Background: an optimization exercise with open tools, aiming at small area, a short achievable clock period and few clock cycles per item. Do not read the settings as production practice.
Where RTL was checked, it was by simulation tests only, not by an equivalence proof against the original.
Power and IR drop assume default switching activity.

Design running_mean_stddev, start of the top module:
module running_mean_stddev #(
    parameter int MAX_COUNT   = 65536,
    parameter int FRAC_BITS   = 16
) (
    input  logic        aclk,
    input  logic        aresetn,
    input  logic        s_axis_tvalid,
    output logic        s_axis_tready,
    input  logic [15:0] s_axis_tdata,    
    input  logic        s_axis_tlast,
    output logic        m_axis_tvalid,
    input  logic        m_axis_tready,
    output logic [87:0] m_axis_tdata,    
    input  logic        psel,
    input  logic        penable,
    input  logic        pwrite,
    input  logic [1:0]  paddr,
    input  logic [31:0] pwdata,
    output logic [31:0] prdata,
    output logic        pready
);
For scale: about 4900 cells after synthesis, about 45000 sq um of cells after synthesis.
export LEC_CHECK = 0
export ABC_AREA = 1
export CAP_MARGIN = 20
export CORE_MARGIN = 2
export CORE_UTILIZATION = 50
export SETUP_SLACK_MARGIN = 5
export SLEW_MARGIN = 20
create_clock -name core_clock -period 11.0 [get_ports {aclk}]
run.sh (not shown) runs the stock make flow with config.mk's settings and CLKGATE_MAP_FILE= SYNTH_SCRIPT=/design/flow/synth_recipe.tcl, a recipe that flattens the netlist after the stock synthesis.
Edit:
--- a/flow/design.v
+++ b/flow/design.v
@@ -130,72 +130,82 @@
     logic [CW-1:0] an;
     logic [SW-1:0] as;         
     logic [QW:0]   aq;         
     logic [63:0]   aN;         
     logic [33:0]   aD;
     logic          aneg, aovf, amode;
     logic          nb, mb, flip;    
     logic          nbd;             
+    logic          mb2, flip2;      
     logic [31:0] an32, lzx;
     logic [4:0]  lz_hi, a_idx;
     logic [63:0] a_s64, a_r0, a_r1, a_r2, a_cs, a_cc, a_sum;
     logic [33:0] a_dsum;
     logic [CW-1:0] anm;
+    logic [31:0]   anm32;
     logic [17:0] a_qhi;
     assign anm   = an - CW'(amode);
+    assign anm32 = 32'(anm);
     assign a_qhi = {1'b0, aN[QW-1:30]} - {1'b0, anm};
     assign an32  = 32'(an);
     assign lzx   = (as ^ {SW{as[SW-1]}}) | an32;
     always_comb begin
         lz_hi = 5'd0;
         for (int i = 0; i < 32; i++) if (lzx[i]) lz_hi = 5'(i);
     end
     assign a_idx = (a_st == A_PREP2) ? a_step : a_step - 5'd1;
     assign a_s64 = {{(64-SW){as[SW-1]}}, as};
     assign a_r0  = {aN[62:0], 1'b0};
     assign a_r1  = nb ? {{(64-QW-1){aq[QW]}}, aq} : 64'd0;
-    assign a_r2  = flip ? a_s64 : ~(mb ? a_s64 : 64'd0);
+    assign a_r2  = {flip2 ? a_s64[63:32] : ~(mb2 ? a_s64[63:32] : 32'd0),
+                    flip  ? a_s64[31:0]  : ~(mb  ? a_s64[31:0]  : 32'd0)};
     assign a_cs  = a_r0 ^ a_r1 ^ a_r2;
     assign a_cc  = {((a_r0[62:0] & a_r1[62:0]) | (a_r0[62:0] & a_r2[62:0]) |
                      (a_r1[62:0] & a_r2[62:0])), !flip};
     rms_add64 u_aadd (.a(a_cs), .b(a_cc), .ci(1'b0), .s(a_sum));
-    rms_add34 u_dadd (.a({aD[32:0], 1'b0}), .b(nbd ? 34'(anm) : 34'd0), .ci(1'b0), .s(a_dsum));
+    rms_add34 u_dadd (.a({aD[32:0], 1'b0}), .b(nbd ? 34'(an) : 34'd0), .ci(1'b0), .s(a_dsum));
     always_ff @(posedge aclk) begin
         if (a_load) begin
             an    <= cnt_n;
             as    <= sum_n;
             aq    <= {1'b0, ns};
             aN    <= 64'(nc[QW-1:1]);
             aovf  <= ovf_n;
             amode <= f0_m && (cnt_n >= CW'(2));
             nb    <= 1'b1;
             nbd   <= 1'b0;
             mb    <= 1'b0;
             flip  <= 1'b0;
+            mb2   <= 1'b0;
+            flip2 <= 1'b0;
         end else if (a_st == A_PREP1) begin
             aN     <= a_sum;
             aneg   <= as[SW-1];
             a_step <= lz_hi + 5'(as[SW-1]);
         end else if (a_st == A_PREP2) begin
             aq     <= {a_qhi, aN[29:0]};
             aN     <= '0;
             aD     <= '0;
             nb     <= an32[a_idx];
-            nbd    <= |(an32 & (32'd1 << a_idx));
+            nbd    <= anm32[a_idx];
             mb     <= as[a_idx];
             flip   <= aneg;
+            mb2    <= |(as & (32'd1 << a_idx));
+            flip2  <= as[SW-1];
         end else if (a_st == A_RUN) begin
             aN     <= a_sum;
             aD     <= a_dsum;
             a_step <= a_step - 5'd1;
             nb     <= an32[a_idx];
-            nbd    <= |(an32 & (32'd1 << a_idx));
+            nbd    <= anm32[a_idx];
             mb     <= as[a_idx];
             flip   <= 1'b0;
+            mb2    <= |(as & (32'd1 << a_idx));
+            flip2  <= 1'b0;
         end
     end
     logic [64:0] bR;           
     logic [61:0] bP;
     logic [31:0] bL, bq, bZ;   
     logic [33:0] bD;
     logic [15:0] brem;
     logic [CW-1:0] bn;
- The changed run passed the timing, design-rule and antenna checks
- via count is higher by 1.9%
- worst setup slack gains 0.058 ns
- synthesized area is higher by about 0.75%
- clock-buffer cell count is lower by 3
- non-clock buffer count is lower by 4
- global-route usage is higher by 0.35 points
- power is higher by about 0.8%
- routed wire length is higher by 3.5%
- final area barely changes
- first-iteration DRC count is higher by about 3.7%
- die area is higher by about 0.7%
- final cell count is higher by 1.1%
- sequential power stays flat
- utilization is lower by 0.61 points
No functional check of the RTL was part of any run of this note.

* * *

Another version of the RTL of running_mean_stddev (not shown whole).
Size in the first run: about 180 I/O pins, ~0.046 mm2 of cells after synthesis.
clock: 11.0 ns
lec_check: 0
cap_margin: 20
core_margin: 2
core_utilization: 40
setup_slack_margin: 5
slew_margin: 20
Testbench counts at the start, summed over its fixed seeds: cycles 12,376, items 320.
Then changed:
--- a/flow/design.v
+++ b/flow/design.v
@@ -126,58 +126,54 @@
         acc_s   <= clear ? '0 : ns;
         acc_c   <= clear ? '0 : nc;
         ovf_reg <= clear ? 1'b0 : ovf_n;
     end
     logic [CW-1:0] an;
     logic [SW-1:0] as;         
-    logic [QW:0]   aq;         
+    logic [QW-1:0] aq;         
     logic [63:0]   aN;         
     logic [33:0]   aD;
     logic          aneg, aovf, amode;
     logic          nb, mb, flip;    
     logic [31:0] an32, lzx;
     logic [4:0]  lz_hi, a_idx;
     logic [63:0] a_s64, a_r0, a_r1, a_r2, a_cs, a_cc, a_sum;
     logic [33:0] a_dsum;
-    logic [CW-1:0] anm;
-    logic [17:0] a_qhi;
-    assign anm   = an - CW'(amode);
-    assign a_qhi = {1'b0, aN[QW-1:30]} - {1'b0, anm};
     assign an32  = 32'(an);
     assign lzx   = (as ^ {SW{as[SW-1]}}) | an32;
     always_comb begin
         lz_hi = 5'd0;
         for (int i = 0; i < 32; i++) if (lzx[i]) lz_hi = 5'(i);
     end
     assign a_idx = (a_st == A_PREP2) ? a_step : a_step - 5'd1;
     assign a_s64 = {{(64-SW){as[SW-1]}}, as};
     assign a_r0  = {aN[62:0], 1'b0};
-    assign a_r1  = nb ? {{(64-QW-1){aq[QW]}}, aq} : 64'd0;
+    assign a_r1  = nb ? 64'(aq) : 64'd0;
     assign a_r2  = flip ? a_s64 : ~(mb ? a_s64 : 64'd0);
     assign a_cs  = a_r0 ^ a_r1 ^ a_r2;
     assign a_cc  = {((a_r0[62:0] & a_r1[62:0]) | (a_r0[62:0] & a_r2[62:0]) |
                      (a_r1[62:0] & a_r2[62:0])), !flip};
     rms_add64 u_aadd (.a(a_cs), .b(a_cc), .ci(1'b0), .s(a_sum));
-    rms_add34 u_dadd (.a({aD[32:0], 1'b0}), .b(nb ? 34'(anm) : 34'd0), .ci(1'b0), .s(a_dsum));
+    rms_add34 u_dadd (.a({aD[32:0], 1'b0}), .b(nb ? 34'(an - CW'(amode)) : 34'd0), .ci(1'b0), .s(a_dsum));
     always_ff @(posedge aclk) begin
         if (a_load) begin
             an    <= cnt_n;
             as    <= sum_n;
-            aq    <= {1'b0, ns};
+            aq    <= ns;
             aN    <= 64'(nc[QW-1:1]);
             aovf  <= ovf_n;
             amode <= f0_m && (cnt_n >= CW'(2));
             nb    <= 1'b1;
             mb    <= 1'b0;
             flip  <= 1'b0;
         end else if (a_st == A_PREP1) begin
             aN     <= a_sum;
             aneg   <= as[SW-1];
             a_step <= lz_hi + 5'(as[SW-1]);
         end else if (a_st == A_PREP2) begin
-            aq     <= {a_qhi, aN[29:0]};
+            aq     <= aN[QW-1:0];
             aN     <= '0;
             aD     <= '0;
             nb     <= an32[a_idx];
             mb     <= as[a_idx];
             flip   <= aneg;
         end else if (a_st == A_RUN) begin
@@ -188,13 +184,13 @@
             mb     <= as[a_idx];
             flip   <= 1'b0;
         end
     end
     logic [64:0] bR;           
     logic [61:0] bP;
-    logic [31:0] bL, bq, bZ;   
+    logic [31:0] bL, bq, bZ;
     logic [33:0] bD;
     logic [15:0] brem;
     logic [CW-1:0] bn;
     logic [1:0]  bst;
     logic        bneg;
     logic        bs, bge;
@@ -215,34 +211,36 @@
                     (b_x1[63:0] & b_x2[63:0])), 1'b1};
     assign b_rem2 = {brem, bZ[31]};
     assign b_diff = {1'b0, b_rem2} - {1'b0, bn};
     assign bge    = !b_diff[17];
     assign b_dv = aneg ? {~as, 16'(-an)} : {as, 16'd0};
     always_ff @(posedge aclk) begin
-        bR   <= a_hand ? {{31{aN[63]}}, aN[63:30]} : b_rsum;
-        bP   <= a_hand ? 62'(aD) : b_psum;
-        bL   <= a_hand ? {aN[29:0], 2'b00} : {bL[29:0], 2'b00};
-        brem <= a_hand ? b_dv[46:31] : (bge ? b_diff[15:0] : b_rem2[15:0]);
-    end
-    always_ff @(posedge aclk) begin
         if (a_hand) begin
+            bR   <= 65'(aN[63:32]);
+            bL   <= aN[31:0];
+            bP   <= '0;
             bD   <= aD;
             bn   <= an;
             bst  <= aovf ? rms_pkg::STATUS_OVERFLOW :
                     (an < CW'(2) ? rms_pkg::STATUS_FEW : rms_pkg::STATUS_OK);
             bneg <= aneg;
-            bZ   <= {b_dv[30:0], aneg};
-            b_step <= 5'd1;
+            brem <= b_dv[47:32];
+            bZ   <= b_dv[31:0];
+            b_step <= 5'd0;
         end else if (b_run) begin
-            bq   <= (b_step == 5'd31) ? {bq[29:0], bs, !b_rsum[64]} : {bq[30:0], bs};
+            bR   <= b_rsum;
+            bP   <= b_psum;
+            bq   <= {bq[30:0], bs};
+            bL   <= {bL[29:0], 2'b00};
+            brem <= bge ? b_diff[15:0] : b_rem2[15:0];
             bZ   <= {bZ[30:0], bge ^ bneg};
             b_step <= b_step + 5'd1;
         end
     end
     assign m_axis_tvalid = b_valid;
-    assign m_axis_tdata  = {5'd0, bst, bn, bq, bZ};
+    assign m_axis_tdata  = {5'd0, bst, bn, bq[30:0], !bR[64], bZ};
 endmodule
 module rms_add32 (
     input  logic [31:0] a,
     input  logic [31:0] b,
     input  logic        ci,
     output logic [31:0] s
- first-iteration DRC count climbs by 3.1%
- fmax came out higher by 0.72%
- clock skew goes up by 0.0099 ns
- cell area increases by 1.8%
- register-to-register slack gains 0.04 ns
- sequential power shrinks by 16%
The RTL of the second run of this note was laid out without a check of its function.

## port drivers added, routing unchanged
The flow's constraints put no driver on any port. The routed layouts listed below were extracted and timed again, unchanged, in two steps.
Step 1 (the two cells are an assumption about what drives the block):
set clk [get_ports {aclk}]
set_driving_cell -lib_cell sky130_fd_sc_hd__clkbuf_16 $clk
set_driving_cell -lib_cell sky130_fd_sc_hd__buf_2 [delete_from_list [all_inputs] $clk]
Step 2 moves the port delays by t, midway between the first and last clock arrival at a register: inputs arrive t later, outputs are due t later. That takes back most of the time a late clock gives input paths.
Slacks: ideal / step 1 / step 2; pairs: ideal / step 1.
run | shift t [ns] | setup WS [ns] | latest minus earliest clock arrival (ns) | slew at the worst register clock pin (ns)
the first run of note 1 | 0.709 | 5.446 / 5.446 / 5.446 | 0.045 / 0.045 | 0.06 / 0.06
the second run of note 1 | 0.700 | 5.503 / 5.503 / 5.503 | 0.024 / 0.024 | 0.06 / 0.06
the first run of note 2 | 0.705 | 5.268 / 5.268 / 4.758 | 0.032 / 0.032 | 0.07 / 0.07
the second run of note 2 | 0.735 | 5.309 / 5.309 / 4.943 | 0.042 / 0.042 | 0.07 / 0.07
After both steps setup and hold are still met in every run listed. The setup slack of the first run of note 2, which loses most, moves by 0.000 ns with the drivers and by -0.510 ns with both steps.
